What follows belongs to an exercise in optimizing a design on an open flow for small area; a production flow would make more cautious choices.
Only simulation tests tie the RTL to the original design; equivalence was not proved.

== red ==
## div_top
module div_top (
    input  wire        i_clk,
    input  wire        i_rst,
    input  wire        en,
    input  wire [15:0] a,
    input  wire [15:0] b,
    output logic       done,
    output logic [15:0] result
);
==> flow/config.mk <==
export PLATFORM = sky130hd
export DESIGN_NAME = div_top
export DESIGN_NICKNAME = div_top
export VERILOG_FILES = /design/flow/design.v
export SDC_FILE = /design/flow/constraint.sdc
export NUM_CORES = 4
export LEC_CHECK = 0
export ABC_AREA = 1
export CAP_MARGIN = 20
export CORE_MARGIN = 2
export CORE_UTILIZATION = 50
export CTS_BUF_LIST = sky130_fd_sc_hd__clkbuf_4 sky130_fd_sc_hd__clkbuf_8
export GPL_TIMING_DRIVEN = 0
export SLEW_MARGIN = 20
==> flow/constraint.sdc <==
create_clock -name core_clock -period 16.0 [get_ports {i_clk}]
set_input_delay 3.2000 -clock core_clock [delete_from_list [all_inputs] [get_ports {i_clk}]]
set_output_delay 3.2000 -clock core_clock [all_outputs]
set_load 0.01 [all_outputs]
standard.sh (not shown) runs the stock make flow with config.mk's settings and CLKGATE_MAP_FILE= SYNTH_SCRIPT=/design/flow/synth_recipe.tcl, a recipe that flattens the netlist after the stock synthesis.
==> flow/flow/run.sh <==
#!/bin/bash
# The standard layout with changes that only affect mapping and buffering:
#  - abc maps for area without its own fanout buffering and upsizing
#    (flow/abc_area.script replaces ORFS's abc_area.script; every other
#    ORFS script is used as it is),
#  - port buffers are the smallest buffer cell,
#  - abc buffers high fanout nets itself; repair_design and
#    repair_timing add what slew, capacitance and timing need.
set -euo pipefail
here=$(pwd)
mkdir -p "$here/scripts"
for f in "$FLOW_HOME"/scripts/*; do
  ln -sf "$f" "$here/scripts/"
done
rm -f "$here/scripts/abc_area.script"
cp "$here/flow/abc_area.script" "$here/scripts/abc_area.script"
export SCRIPTS_DIR="$here/scripts"
export BUFFER_PORTS_ARGS="-buffer_cell sky130_fd_sc_hd__buf_1"
export REMOVE_ABC_BUFFERS=0
bash standard.sh > standard_flow.log 2>&1
==> flow/flow/abc_area.script <==
strash
dch
map -a
topo
stime -c
buffer -c
dnsize -c
The inputs of blue differ from those of red as listed below.
Settings: CAP_MARGIN changed from 20 to 0; SLEW_MARGIN changed from 20 to 0; CORE_UTILIZATION changed from 50 to 55.
-- flow/flow/run.sh --
<<< red, line 7
#  - abc buffers high fanout nets itself; repair_design and
>>> blue, line 7
#  - any buffers from synthesis are removed at floorplan; repair_design and
<<< red, line 19
export REMOVE_ABC_BUFFERS=0
>>> blue, line 19
export REMOVE_ABC_BUFFERS=1
-- flow/flow/abc_area.script --
<<< red, line 6
buffer -c
>>> blue, line 6
--- outcome ---
Looking only at final count of pins violating max slew, and setting everything else aside, the higher value of blue and red goes to blue.
Routed wire length per instance down 4.2 microns in blue wrt red
Diff blue..red | async set-reset flop share out of synthesis | unchanged
blue: worst hold slack is 0.0095 ns lower than what red reported.
blue -> red: clock distribution area overhead in the final layout flat
Taking red over blue, the cell count ratio works out to 1.09.
blue reports a higher worst setup skew after layout than red does.
blue had finished all stages when the layout checks came back failing, citing max-capacitance violations, max-slew violations.
red ran to completion and came out clean on the timing, design-rule and antenna checks.
In the reports for blue and red, the larger horizontal die dimension belongs to red.
Re flip-flop and latch count: no difference whatsoever between red and blue.
Input-level comparison between green and blue:
Settings: PLACE_DENSITY now 0.75, previously not set; CAP_MARGIN now 5, was 0; SLEW_MARGIN now 5, was 0.
## What came out
Out of blue and green, the only run to close with the timing, design-rule and antenna checks passing was green.
The final report for blue shows a completed flow and a layout that fails verification, specifically max-capacitance violations, max-slew violations.
Status: number of synthesized flops with an enable pin parity (green, blue)
Looking only at violation count after the first detailed-route iteration, and setting everything else aside, the lower value of blue and green goes to blue.
Number of unique standard cell types used by synthesis: green vs blue identical
green vs. blue: worst hold slack has increased.
The following lists how orange was set up differently from green:
Settings: CAP_MARGIN changed from 5 to 20; PLACE_DENSITY removed (was 0.75); SLEW_MARGIN changed from 5 to 20.
Findings:
orange went all the way through synthesis, placement and routing and the layout is clean on timing, DRC and antenna. Total non-filler cell area in the finished layout essentially unchanged between orange and green. | clock skew | orange vs green | ≈ equal |. Data arrival time of the worst path ends up higher on orange. Between green and orange, the difference in fraction of area in clock buffers and inverters is negligible. Comparing green and orange, the higher post-route minimum period was measured on orange. Compared orange vs green, and non-clock buffer count is down in orange. Comparing green and orange, the higher area of combinational cells with multiple inputs was measured on orange.
Here is what was changed in the inputs of purple compared with orange.
Settings: swapping 20 for 5 in CAP_MARGIN; swapping 20 for 5 in SLEW_MARGIN.
==> results.txt <==
- Compared with orange, purple shows buffer and inverter count on the worst path lower by 4.
- purple against orange: clock network area share went down 0.47 points, number of antenna violations at the first check in global routing held.
- Reported for purple and orange, tapcell count turned out identical to the last digit.
- NOTE critical path depth orange->purple decreased by more than 10%
- The lower clock period minus worst slack of purple and orange is in orange.
- purple reports its standard cell with the maximum stage delay on the critical path as nor2_1 while orange reports o21ai_1.

* * *

div_top, a different RTL version from the one above (not shown whole).
Size in the first run: about 1800 cells after synthesis, about 38 flip-flops.
export LEC_CHECK = 0
export ABC_AREA = 1
export CAP_MARGIN = 20
export CORE_MARGIN = 2
export CORE_UTILIZATION = 45
export GPL_TIMING_DRIVEN = 0
export SLEW_MARGIN = 20
create_clock -name core_clock -period 16.0 [get_ports {i_clk}]
==> flow/flow/run.sh <==
#!/bin/bash
# The standard layout with three changes that only affect cell sizing:
#  - port buffers are the smallest buffer cell,
#  - the buffers abc adds for fanout are removed at floorplan (repair_design
#    puts back what slew and capacitance need),
#  - after global routing, cells on paths with slack are downsized.
set -euo pipefail
export BUFFER_PORTS_ARGS="-buffer_cell sky130_fd_sc_hd__buf_1"
export REMOVE_ABC_BUFFERS=1
export RECOVER_POWER=100
bash standard.sh > standard_flow.log 2>&1
The baseline ran to the end with violations: capacitance limit, slew limit.
Rerun with:
==> flow/run.sh (new file) <==
#!/bin/bash
# synth_recipe.tcl (not shown) runs the flow's synth.tcl, then flattens the netlist and writes it again
# the make line also repeats each setting of config.mk as NAME=value (left out here)
make -C /OpenROAD-flow-scripts/flow DESIGN_CONFIG=/design/flow/config.mk WORK_HOME=/design/flow/orfs CLKGATE_MAP_FILE= SYNTH_SCRIPT=/design/flow/synth_recipe.tcl finish
removed: flow/flow/run.sh
removed: flow/standard.sh
=>
- Now the flow produced a clean layout
- via count grows by 9.7%
- design area grows by 6.7%
- clock skew is about the same
- core utilization came out higher by 3.2 points
- die area does not change
- synthesized area does not change
- routed wire length increases by 27%
- fmax fell by 2.3%
- worst setup slack degrades by 0.36 ns
- non-clock buffer count came out higher by 129

* * *

div_top, a different RTL version from the one above (not shown whole).
For scale: ~11000 µm² of cells after synthesis.
clock: 16.0 ns
lec_check: 0
abc_area: 1
cap_margin: 20
core_margin: 2
core_utilization: 50
cts_buf_list: sky130_fd_sc_hd__clkbuf_4 sky130_fd_sc_hd__clkbuf_8
gpl_timing_driven: 0
slew_margin: 20
==> flow/flow/run.sh <==
#!/bin/bash
# The standard layout with two changes that only affect buffering:
#  - port buffers are the smallest buffer cell,
#  - the buffers abc adds for fanout are removed at floorplan; repair_design
#    puts back what slew and capacitance need.
set -euo pipefail
export BUFFER_PORTS_ARGS="-buffer_cell sky130_fd_sc_hd__buf_1"
export REMOVE_ABC_BUFFERS=1
bash standard.sh > standard_flow.log 2>&1
The starting point finished with timing, DRC and antenna clean.
==> next run, changes <==
==> flow/flow/run.sh (replaced) <==
#!/bin/bash
# The standard layout with changes that only affect mapping and buffering:
#  - abc maps for area without its own fanout buffering and upsizing
#    (flow/abc_area.script replaces ORFS's abc_area.script; every other
#    ORFS script is used as it is),
#  - port buffers are the smallest buffer cell,
#  - any buffers from synthesis are removed at floorplan; repair_design and
#    repair_timing add what slew, capacitance and timing need.
set -euo pipefail
here=$(pwd)
mkdir -p "$here/scripts"
for f in "$FLOW_HOME"/scripts/*; do
  ln -sf "$f" "$here/scripts/"
done
rm -f "$here/scripts/abc_area.script"
cp "$here/flow/abc_area.script" "$here/scripts/abc_area.script"
export SCRIPTS_DIR="$here/scripts"
export BUFFER_PORTS_ARGS="-buffer_cell sky130_fd_sc_hd__buf_1"
export REMOVE_ABC_BUFFERS=1
bash standard.sh > standard_flow.log 2>&1
==> flow/flow/abc_area.script (new file) <==
strash
dch
map -B 0.9
topo
stime -c
dnsize -c
The changed run completed with no timing, DRC or antenna violations.
Worst setup slack is worse by 0.30 ns.
Clock skew is about the same.
Count of clock-buffer cells in the layout goes up by 1.
Sequential cell count does not change.
Final cell count hardly moves.

* * *

## P
div_top, a different RTL version from the one above (not shown whole).
Size in the first run: ~1700 cells after synthesis, roughly 52 I/O pins, ~0.011 mm2 of cells after synthesis.
Settings: LEC_CHECK=0, ABC_AREA=1, CAP_MARGIN=20, CORE_MARGIN=2, CORE_UTILIZATION=50, CTS_BUF_LIST=sky130_fd_sc_hd__clkbuf_4 sky130_fd_sc_hd__clkbuf_8, GPL_TIMING_DRIVEN=0, SLEW_MARGIN=20; clock period 16.0 ns.
==> flow/flow/run.sh <==
#!/bin/bash
# The standard layout with two changes that only affect buffering:
#  - port buffers are the smallest buffer cell,
#  - the buffers abc adds for fanout are removed at floorplan; repair_design
#    puts back what slew and capacitance need.
set -euo pipefail
export BUFFER_PORTS_ARGS="-buffer_cell sky130_fd_sc_hd__buf_1"
export REMOVE_ABC_BUFFERS=1
bash standard.sh > standard_flow.log 2>&1
Changes in Q relative to P:
Settings: CTS_BUF_LIST: sky130_fd_sc_hd__clkbuf_4 sky130_fd_sc_hd__clkbuf_8 -> unset; CORE_UTILIZATION: 50 -> 60.
Results
The run showing the greater first-pass iteration count of the detailed router is Q. On Q: worst setup margin is 110 ps higher than what P gave. Per the comparison of Q with P, average detailed-routed wire length per instance decreased by 0.25 um relative to the old numbers, die area dropped 16%, global-route usage over all layers moved up. The final layouts of Q and P pass the timing, design-rule and antenna checks.

afterwards: timing with drivers on the ports:
The flow's constraints put no driver on any port. The routed layouts listed below were extracted and timed again, unchanged, in two steps.
Step 1, drivers: a clkbuf_16 drives i_clk and a buf_2 each remaining input, both assumed.
Step 2 adds t to the input delays and takes it off the output delays; t is the mean of the earliest and latest rising clock arrival at the registers after step 1. Input paths then give back, and output paths get back, about the clock's delay inside the block.
a / b / c = ideal / step 1 / step 2; a / b = the first two.
| run | shift t [ns] | setup slack, ns | worst setup path at the end | slew at the worst register clock pin (ns) |
|---|---|---|---|---|
| red | 0.328 | 0.614 / 0.584 / 0.912 | register to output | 0.09 / 0.09 |
| blue | 0.331 | 0.637 / 0.604 / 0.935 | register to output | 0.10 / 0.10 |
| green | 0.330 | 0.771 / 0.746 / 1.076 | register to output | 0.09 / 0.09 |
| orange | 0.325 | 0.675 / 0.647 / 0.971 | register to output | 0.09 / 0.09 |
| purple | 0.327 | 0.490 / 0.456 / 0.782 | register to output | 0.08 / 0.08 |
| the first run of note 2 | 0.328 | 0.690 / 0.706 / 0.378 | input to register | 0.06 / 0.06 |
| the second run of note 2 | 0.332 | 0.328 / 0.348 / 0.016 | input to register | 0.06 / 0.06 |
| the first run of note 3 | 0.335 | 1.383 / 1.347 / 1.682 | register to output | 0.09 / 0.09 |
| the second run of note 3 | 0.339 | 1.081 / 1.044 / 1.383 | register to output | 0.09 / 0.09 |
| P | 0.334 | 0.813 / 0.823 / 0.489 | input to register | 0.08 / 0.08 |
| Q | 0.318 | 0.926 / 0.941 / 0.623 | input to register | 0.06 / 0.06 |
The setup slack of P, which loses most, moves by +0.010 ns with the drivers and by -0.324 ns with both steps.
